This design comes from an exercise in tuning for small area, a short achievable clock period and few clock cycles per item on the open sky130 flow, not from production work. In this exercise RTL edits were held to simulation tests only and were not proved equivalent to the original.

File: flow/config.mk
export PLATFORM = sky130hd
export DESIGN_NAME = pixel_arithmetic_gain_offset
export DESIGN_NICKNAME = pixel_arithmetic_gain_offset
export VERILOG_FILES = /design/flow/design.v
export SDC_FILE = /design/flow/constraint.sdc
export NUM_CORES = 4
export LEC_CHECK = 0
export CAP_MARGIN = 20
export CORE_MARGIN = 2
export CORE_UTILIZATION = 40
export PLACE_DENSITY = 0.6
export SLEW_MARGIN = 20
File: flow/constraint.sdc
create_clock -name core_clock -period 20.0 [get_ports {clk}]
set_input_delay 4.0000 -clock core_clock [delete_from_list [all_inputs] [get_ports {clk}]]
set_output_delay 4.0000 -clock core_clock [all_outputs]
set_load 0.01 [all_outputs]
File: flow/design.v
`timescale 1ns / 1ps
package pag_pkg;
    localparam int PIXEL_LEVELS = 256;
    localparam int PIX_W        = 8;
    localparam logic [PIX_W-1:0] PIXEL_MAX = PIX_W'(PIXEL_LEVELS - 1);
    localparam logic [7:0] CLIP_MAX = 8'hFF;
    localparam int ADDR_W = 4;
    localparam int DATA_W = 32;
    localparam int Q_W       = 24;             
    localparam int V_W       = 26;             
    localparam int ACC_W     = V_W + DATA_W;   
    localparam int FRAC_INT  = 16;
    localparam int FRAC_DIV  = 32;
    localparam int DIV_STEPS = 8;              
    localparam int ZERO_DIV_FACTOR = 100000;
    localparam logic signed [ACC_W-1:0] TOP_INT = ACC_W'(64'sd255 <<< FRAC_INT);
    localparam logic signed [ACC_W-1:0] TOP_DIV = ACC_W'(64'sd255 <<< FRAC_DIV);
    typedef enum logic [2:0] {
        OP_ADD     = 3'd0,
        OP_SUB     = 3'd1,
        OP_ABSDIFF = 3'd2,
        OP_MUL     = 3'd3,
        OP_DIV     = 3'd4,
        OP_PASS    = 3'd5
    } pag_op_t;
    typedef enum logic [1:0] {
        REG_GAIN      = 2'd0,
        REG_OFFSET    = 2'd1,
        REG_OPERATION = 2'd2
    } pag_reg_t;
    localparam logic [DATA_W-1:0] GAIN_RESET   = 32'h0001_0000;
    localparam logic [DATA_W-1:0] OFFSET_RESET = 32'h0000_0000;
    typedef struct packed {
        logic [PIX_W-1:0]        b;
        logic [PIX_W-1:0]        rem;
        logic [Q_W-1:0]          q;
        logic signed [V_W-1:0]   v;
        logic                    use_q;
    } pag_div_t;
    typedef struct packed {
        logic signed [ACC_W-1:0] acc;
        logic                    use_q;
    } pag_acc_t;
    typedef struct packed {
        logic mul;
        logic add;
    } pag_mac_ctl_t;
endpackage
`timescale 1ns / 1ps
module pag_div_stage
(
    input  logic                 clk,
    input  logic                 rst_n,
    input  logic                 en,
    input  logic                 valid_in,
    input  logic [pag_pkg::DIV_STEPS-1:0] num,
    input  pag_pkg::pag_div_t             din,
    output logic                 valid,
    output pag_pkg::pag_div_t             dout
);
    logic     valid_reg;
    pag_pkg::pag_div_t data_reg;
    pag_pkg::pag_div_t data_next;
    always_comb
    begin
        logic [pag_pkg::PIX_W-1:0] rem;
        logic [pag_pkg::PIX_W:0]   trial;
        logic [pag_pkg::Q_W-1:0]   q;
        rem       = din.rem;
        q         = din.q;
        data_next = din;
        for (int i = pag_pkg::DIV_STEPS - 1; i >= 0; i--)
        begin
            trial = {rem, num[i]};
            if (trial >= {1'b0, din.b})
            begin
                trial = trial - {1'b0, din.b};
                q     = {q[pag_pkg::Q_W-2:0], 1'b1};
            end
            else
            begin
                q = {q[pag_pkg::Q_W-2:0], 1'b0};
            end
            rem = trial[pag_pkg::PIX_W-1:0];
        end
        data_next.rem = rem;
        data_next.q   = q;
    end
    always_ff @(posedge clk or negedge rst_n)
    begin
        if (!rst_n)
        begin
            valid_reg <= 1'b0;
        end
        else if (en)
        begin
            valid_reg <= valid_in;
        end
    end
    always_ff @(posedge clk)
    begin
        if (en)
        begin
            data_reg <= data_next;
        end
    end
    assign valid = valid_reg;
    assign dout  = data_reg;
endmodule
`timescale 1ns / 1ps
module pag_mac
(
    input  logic              clk,
    input  logic              rst_n,
    input  pag_pkg::pag_mac_ctl_t      en,
    input  logic              valid_in,
    input  pag_pkg::pag_div_t          din,
    input  logic [pag_pkg::DATA_W-1:0] gain,
    input  logic [pag_pkg::DATA_W-1:0] offset,
    output pag_pkg::pag_mac_ctl_t      valid,
    output pag_pkg::pag_acc_t          dout
);
    pag_pkg::pag_mac_ctl_t            valid_reg;
    logic signed [pag_pkg::ACC_W-1:0] prod_reg;
    logic signed [pag_pkg::ACC_W-1:0] prod_next;
    logic                    use_q_reg;
    pag_pkg::pag_acc_t                acc_reg;
    pag_pkg::pag_acc_t                acc_next;
    always_comb
    begin
        logic signed [pag_pkg::V_W-1:0]    m;
        logic signed [pag_pkg::DATA_W-1:0] g;
        g = $signed(gain);
        if (din.use_q)
        begin
            m = $signed({{(pag_pkg::V_W-pag_pkg::Q_W){1'b0}}, din.q});
        end
        else
        begin
            m = din.v;
        end
        prod_next = m * g;
    end
    always_comb
    begin
        logic signed [pag_pkg::ACC_W-1:0] off_int;
        logic signed [pag_pkg::ACC_W-1:0] off_div;
        off_int = pag_pkg::ACC_W'($signed(offset));
        off_div = pag_pkg::ACC_W'($signed({offset, {pag_pkg::FRAC_INT{1'b0}}}));
        acc_next.use_q = use_q_reg;
        acc_next.acc   = prod_reg + (use_q_reg ? off_div : off_int);
    end
    always_ff @(posedge clk or negedge rst_n)
    begin
        if (!rst_n)
        begin
            valid_reg <= '0;
        end
        else
        begin
            if (en.mul)
            begin
                valid_reg.mul <= valid_in;
            end
            if (en.add)
            begin
                valid_reg.add <= valid_reg.mul;
            end
        end
    end
    always_ff @(posedge clk)
    begin
        if (en.mul)
        begin
            prod_reg  <= prod_next;
            use_q_reg <= din.use_q;
        end
        if (en.add)
        begin
            acc_reg <= acc_next;
        end
    end
    assign valid = valid_reg;
    assign dout  = acc_reg;
endmodule
`timescale 1ns / 1ps
module pag_clip
(
    input  logic       clk,
    input  logic       rst_n,
    input  logic       en,
    input  logic       valid_in,
    input  pag_pkg::pag_acc_t   din,
    output logic       valid,
    output logic [7:0] pix
);
    logic       valid_reg;
    logic [7:0] pix_reg;
    logic [7:0] pix_next;
    always_comb
    begin
        logic at_top;
        at_top = din.use_q ? (din.acc >= pag_pkg::TOP_DIV) : (din.acc >= pag_pkg::TOP_INT);
        if (din.acc <= 0)
        begin
            pix_next = 8'd0;
        end
        else if (at_top)
        begin
            pix_next = pag_pkg::CLIP_MAX;
        end
        else if (din.use_q)
        begin
            pix_next = din.acc[pag_pkg::FRAC_DIV +: 8];
        end
        else
        begin
            pix_next = din.acc[pag_pkg::FRAC_INT +: 8];
        end
    end
    always_ff @(posedge clk or negedge rst_n)
    begin
        if (!rst_n)
        begin
            valid_reg <= 1'b0;
        end
        else if (en)
        begin
            valid_reg <= valid_in;
        end
    end
    always_ff @(posedge clk)
    begin
        if (en)
        begin
            pix_reg <= pix_next;
        end
    end
    assign valid = valid_reg;
    assign pix   = pix_reg;
endmodule
`timescale 1ns / 1ps
module pixel_arithmetic_gain_offset
(
    input  logic              clk,
    input  logic              rst_n,
    input  logic              psel,
    input  logic              penable,
    input  logic              pwrite,
    input  logic [pag_pkg::ADDR_W-1:0] paddr,
    input  logic [pag_pkg::DATA_W-1:0] pwdata,
    output logic [pag_pkg::DATA_W-1:0] prdata,
    output logic              pready,
    input  logic              s_axis_tvalid,
    output logic              s_axis_tready,
    input  logic [15:0]       s_axis_tdata,    
    output logic              m_axis_tvalid,
    input  logic              m_axis_tready,
    output logic [7:0]        m_axis_tdata     
);
    logic [pag_pkg::DATA_W-1:0] gain_reg;
    logic [pag_pkg::DATA_W-1:0] offset_reg;
    logic [2:0]        operation_reg;
    assign pready = 1'b1;
    always_ff @(posedge clk or negedge rst_n)
    begin
        if (!rst_n)
        begin
            gain_reg      <= pag_pkg::GAIN_RESET;
            offset_reg    <= pag_pkg::OFFSET_RESET;
            operation_reg <= pag_pkg::OP_PASS;
        end
        else if (psel && penable && pwrite && pready)
        begin
            case (paddr[3:2])
                pag_pkg::REG_GAIN:      gain_reg      <= pwdata;
                pag_pkg::REG_OFFSET:    offset_reg    <= pwdata;
                pag_pkg::REG_OPERATION: operation_reg <= pwdata[2:0];
                default:       ;
            endcase
        end
    end
    always_comb
    begin
        case (paddr[3:2])
            pag_pkg::REG_GAIN:      prdata = gain_reg;
            pag_pkg::REG_OFFSET:    prdata = offset_reg;
            pag_pkg::REG_OPERATION: prdata = {{(pag_pkg::DATA_W-3){1'b0}}, operation_reg};
            default:       prdata = '0;
        endcase
    end
    logic         v_div0, v_div1, v_div2, v_out;
    logic         en_div0, en_div1, en_div2, en_out;
    pag_pkg::pag_mac_ctl_t v_mac;
    pag_pkg::pag_mac_ctl_t en_mac;
    assign en_out     = !v_out || m_axis_tready;
    assign en_mac.add = !v_mac.add || en_out;
    assign en_mac.mul = !v_mac.mul || en_mac.add;
    assign en_div2    = !v_div2 || en_mac.mul;
    assign en_div1    = !v_div1 || en_div2;
    assign en_div0    = !v_div0 || en_div1;
    assign s_axis_tready = en_div0;
    logic [pag_pkg::PIX_W-1:0] pix_a;
    logic [pag_pkg::PIX_W-1:0] pix_b;
    pag_pkg::pag_div_t         div_in;
    assign pix_a = (s_axis_tdata[7:0]  > pag_pkg::PIXEL_MAX) ? pag_pkg::PIXEL_MAX : s_axis_tdata[7:0];
    assign pix_b = (s_axis_tdata[15:8] > pag_pkg::PIXEL_MAX) ? pag_pkg::PIXEL_MAX : s_axis_tdata[15:8];
    always_comb
    begin
        logic signed [pag_pkg::V_W-1:0] a_ext;
        logic signed [pag_pkg::V_W-1:0] b_ext;
        a_ext = $signed({{(pag_pkg::V_W-pag_pkg::PIX_W){1'b0}}, pix_a});
        b_ext = $signed({{(pag_pkg::V_W-pag_pkg::PIX_W){1'b0}}, pix_b});
        div_in.b     = pix_b;
        div_in.rem   = '0;
        div_in.q     = '0;
        div_in.use_q = 1'b0;
        case (operation_reg)
            pag_pkg::OP_ADD:     div_in.v = a_ext + b_ext;
            pag_pkg::OP_SUB:     div_in.v = a_ext - b_ext;
            pag_pkg::OP_ABSDIFF: div_in.v = (pix_a >= pix_b) ? (a_ext - b_ext) : (b_ext - a_ext);
            pag_pkg::OP_MUL:     div_in.v = $signed(pag_pkg::V_W'(16'(pix_a) * 16'(pix_b)));
            pag_pkg::OP_DIV:
            begin
                div_in.v     = $signed(pag_pkg::V_W'(32'(pix_a) * pag_pkg::ZERO_DIV_FACTOR));
                div_in.use_q = (pix_b != '0);
            end
            default:    div_in.v = a_ext;
        endcase
    end
    pag_pkg::pag_div_t div0_out, div1_out, div2_out;
    pag_div_stage u_div0 (
        .clk      (clk),
        .rst_n    (rst_n),
        .en       (en_div0),
        .valid_in (s_axis_tvalid),
        .num      (pix_a),
        .din      (div_in),
        .valid    (v_div0),
        .dout     (div0_out)
    );
    pag_div_stage u_div1 (
        .clk      (clk),
        .rst_n    (rst_n),
        .en       (en_div1),
        .valid_in (v_div0),
        .num      ('0),
        .din      (div0_out),
        .valid    (v_div1),
        .dout     (div1_out)
    );
    pag_div_stage u_div2 (
        .clk      (clk),
        .rst_n    (rst_n),
        .en       (en_div2),
        .valid_in (v_div1),
        .num      ('0),
        .din      (div1_out),
        .valid    (v_div2),
        .dout     (div2_out)
    );
    pag_pkg::pag_acc_t mac_out;
    pag_mac u_mac (
        .clk      (clk),
        .rst_n    (rst_n),
        .en       (en_mac),
        .valid_in (v_div2),
        .din      (div2_out),
        .gain     (gain_reg),
        .offset   (offset_reg),
        .valid    (v_mac),
        .dout     (mac_out)
    );
    pag_clip u_clip (
        .clk      (clk),
        .rst_n    (rst_n),
        .en       (en_out),
        .valid_in (v_mac.add),
        .din      (mac_out),
        .valid    (v_out),
        .pix      (m_axis_tdata)
    );
    assign m_axis_tvalid = v_out;
endmodule
File: flow/run.sh
#!/bin/bash
# synth_recipe.tcl (not shown) runs the flow's synth.tcl, then flattens the netlist and writes it again
# the make line also repeats each setting of config.mk as NAME=value (left out here)
make -C /OpenROAD-flow-scripts/flow DESIGN_CONFIG=/design/flow/config.mk WORK_HOME=/design/flow/orfs CLKGATE_MAP_FILE= SYNTH_SCRIPT=/design/flow/synth_recipe.tcl finish
==> metrics.yaml <==
run_status:
  outcome: "timing/DRC/antenna clean"
setup_path:
  end_kind: "flip-flop"
  slowest_stage: "clkdlybuf4s50_1"
  endpoint: "u_div0.data_reg[54]"
  critPathLaunch: "s_axis_tdata[7]"
  rr_endpoint: "u_div1.data_reg[53]"
  r2r-start: "u_div0.data_reg[60]"
  start_kind: "input pin"
  max_stage_delay_ps: 510
  path_class: "in -> reg"
  cpMostUsedCell: "ha_1"
  crit_path_max_fanout: 7
  crit_required_ps: 20320
  r2r_slack_ps: 1660
  cp_data_arrival_time_ps: 19150
  r2r_cells: 83
global_routing:
  grt_util_all_layers: 0.218
  grt_max_degree: 69
  grt_pass1_wl_um: 252000
  grt_antenna_before_repair: 1
  grt_pass1_vias: 45191
  gr-total-overflow: 0
job:
  cap_violations: 0
timing:
  drv_slew: 0
  finalCriticalPeriod_ps: 18840
  setup_slack_ps: 1160
  hold_viol_final: 0
  relSlewSlack: 0.294
  min_period_over_period: 0.942
  skew_ps: 22.5
  rsz0062_at_grt: "false"
  max_freq_mhz: 53.1
  setup_viol: 0
  worst_pin_slew_ps: 1060
clock_network:
  htreeDepth: 2
  clockBufferDepth: 3
  clk_latency_ps: 590
  clock-sinks: 360
  clkTransAtPathRegs_ps: 60
  cts_root_buf: "clkbuf_16"
  cts_inserted_buffers: 42
  cts_tree: "done"
  hold_buffers: 0
logic_synthesis:
  yosysMostFrequentCell: "inv_1"
  synth_common_cells: "1,032 x inv_1, 916 x fa_1, 801 x nand2_1"
  yosysTopAreaCellShare: 0.316
  yosysWarningCount: 4
  synthDistinctLibCells: 93
  synthCells: 6080
  synth.cell_area_um2: 58100
  synthArstFlopShare: 0.203
  ys.flop_type: "edfxtp_1"
  synth_nets: 7559
  synth-edff-count: 287
  yosys.area.top_type: "fa_1"
  synth_seq_cells: 360
  synthTopCellsByArea: "fa_1 32%, edfxtp_1 15%, ha_1 11%"
  avgSynthCellArea_um2: 9.56
  seq_area_frac_synth: 0.180
routing:
  viasPerCell: 5.31
  drcViolationCount: 0
  via_count: 43098
  wl_per_cell_um: 19.5
  drt_iter0_drc: 2698
  drt_wl_total_um: 159000
  ant_nets: 0
  firstDrtPassIters: 6
layout:
  fin_area_um2: 63700
  layout-drive-gt1-share: 0.0864
  nNetsFinal: 7665
  multi_input_area_um2: 43000
  area_growth_pct: 9.71
  fillers: 13712
  regArea_um2: 10500
  final_cells: 8124
placement:
  dp_hpwl_um: 120000
  gp_congestion: 0.909
  dpl_cell_area_um2: 62100
  dp_cells: 8041
  io_buffer_count: 98
  preCtsSetupSlack_ps: -219
floorplan:
  initial_core_util: 0.404
  rows: 139
  core_um2: 144000
  dieArea_um2: 148000
  die_y_um: 385
  die_x_um: 385
  io_pins: 102
hold_path:
  hold_path_class: "reg -> reg"
[final cells by class]
type,instances,share of cell area
diodes,3,0.000118
clock buffers,56,0.0189
clock inverters,20,0.00402
inverters,1040,0.0614
multi-input cells,4442,0.675
flip-flops and latches,360,0.164
well taps,1903,0.0374
repair buffers,300,0.0391
[timing repair]
action	in CTS	in global routing
setup buffers	0	4
setup endpoints to repair	0	19
resized for setup	0	40
[stage by stage]
step	TNS, ps	hold slack [ps]	utilization
3_3_place_gp	-539	401	0.432
4_1_cts	0	418	0.442
5_1_grt	0	422	0.443
3_5_place_dp	-1620	405	0.432
6_report	0	415	0.443
2_1_floorplan	0	400	-
[placed cells by master (no fill, tap or decap), types with 96 or more instances in the layout]
cell type / count
mux2_2: 170
edfxtp_1: 287
fa_1: 916
nand2_1: 797
buf_4: 203
clkdlybuf4s50_1: 96
a21o_1: 115
and2_1: 97
a21oi_1: 232
inv_1: 1029
o21ai_0: 175
ha_1: 504
xnor2_1: 170
nor2_1: 244
nor2b_1: 220
[worst min path at each step]
| stage | cells past startpoint | slack, ps | from | endpoint |
|---|---|---|---|---|
| finish | 0 | 420 | u_div1.data_reg[18] | u_div2.data_reg[18] |
| global route | 0 | 420 | u_div0.data_reg[11] | u_div1.data_reg[11] |
| CTS | 0 | 420 | u_div1.data_reg[6] | u_div2.data_reg[6] |
| detailed placement | 0 | 400 | u_div0.data_reg[11] | u_div1.data_reg[11] |
| global placement | 0 | 400 | u_div0.data_reg[34] | u_div1.data_reg[42] |
| floorplan | 0 | 400 | u_div0.data_reg[0] | u_div1.data_reg[0] |
[worst max-delay path: cells and delay by family]
kind	cells	cell delay, ps
adders and majority gates	9	2370
and+or+nand+nor	15	2190
AOI/OAI and AO/OA	43	8060
muxes	3	1040
buffers and inverters	11	1480
[logic make-up (layout without fill, tap and decap cells)]
family / after synthesis / count (layout) / synth area share
simple gates: 1702 / 1702 / 0.138
other cells: 1 / 4 / 0.0000645
fa+ha+maj: 1420 / 1420 / 0.424
compound gates: 841 / 841 / 0.0937
xor+xnor: 241 / 241 / 0.0363
mux: 237 / 237 / 0.0447
buf+inv: 1278 / 1416 / 0.0830
flops: 360 / 360 / 0.180
[routing by layer]
layer | GRT usage | up-vias | share of wire
li1 | - | 19756 | -
met5 | 0 | - | 0
met2 | 0.357 | 1346 | 0.46
met4 | 0.0566 | 0 | 0.026
met1 | 0.296 | 21754 | 0.44
met3 | 0.0408 | 242 | 0.074
Testbench counts, summed over its fixed seeds: cycles 25,152, items 24,576.

static timing again, ports no longer ideal:
The results above use ideal ports. As a check the final layout listed here was re-extracted and re-timed, cells and wires unchanged.
Step 1 assumes that a clkbuf_16 drives the clock port and a buf_2 every other input.
Step 2 moves the port delays by t, midway between the first and last clock arrival at a register: inputs arrive t later, outputs are due t later. That takes back most of the time a late clock gives input paths.
Slacks: ideal / step 1 / step 2; pairs: ideal / step 1.
t (ns): 0.650
slack for setup (ns): 1.164 / 1.203 / 0.553
worst hold slack (ns): 0.415 / 0.415 / 0.415
After both steps setup and hold are still met in this run. For this run, drivers alone change the setup slack by +0.039 ns; drivers and shift together by -0.611 ns.
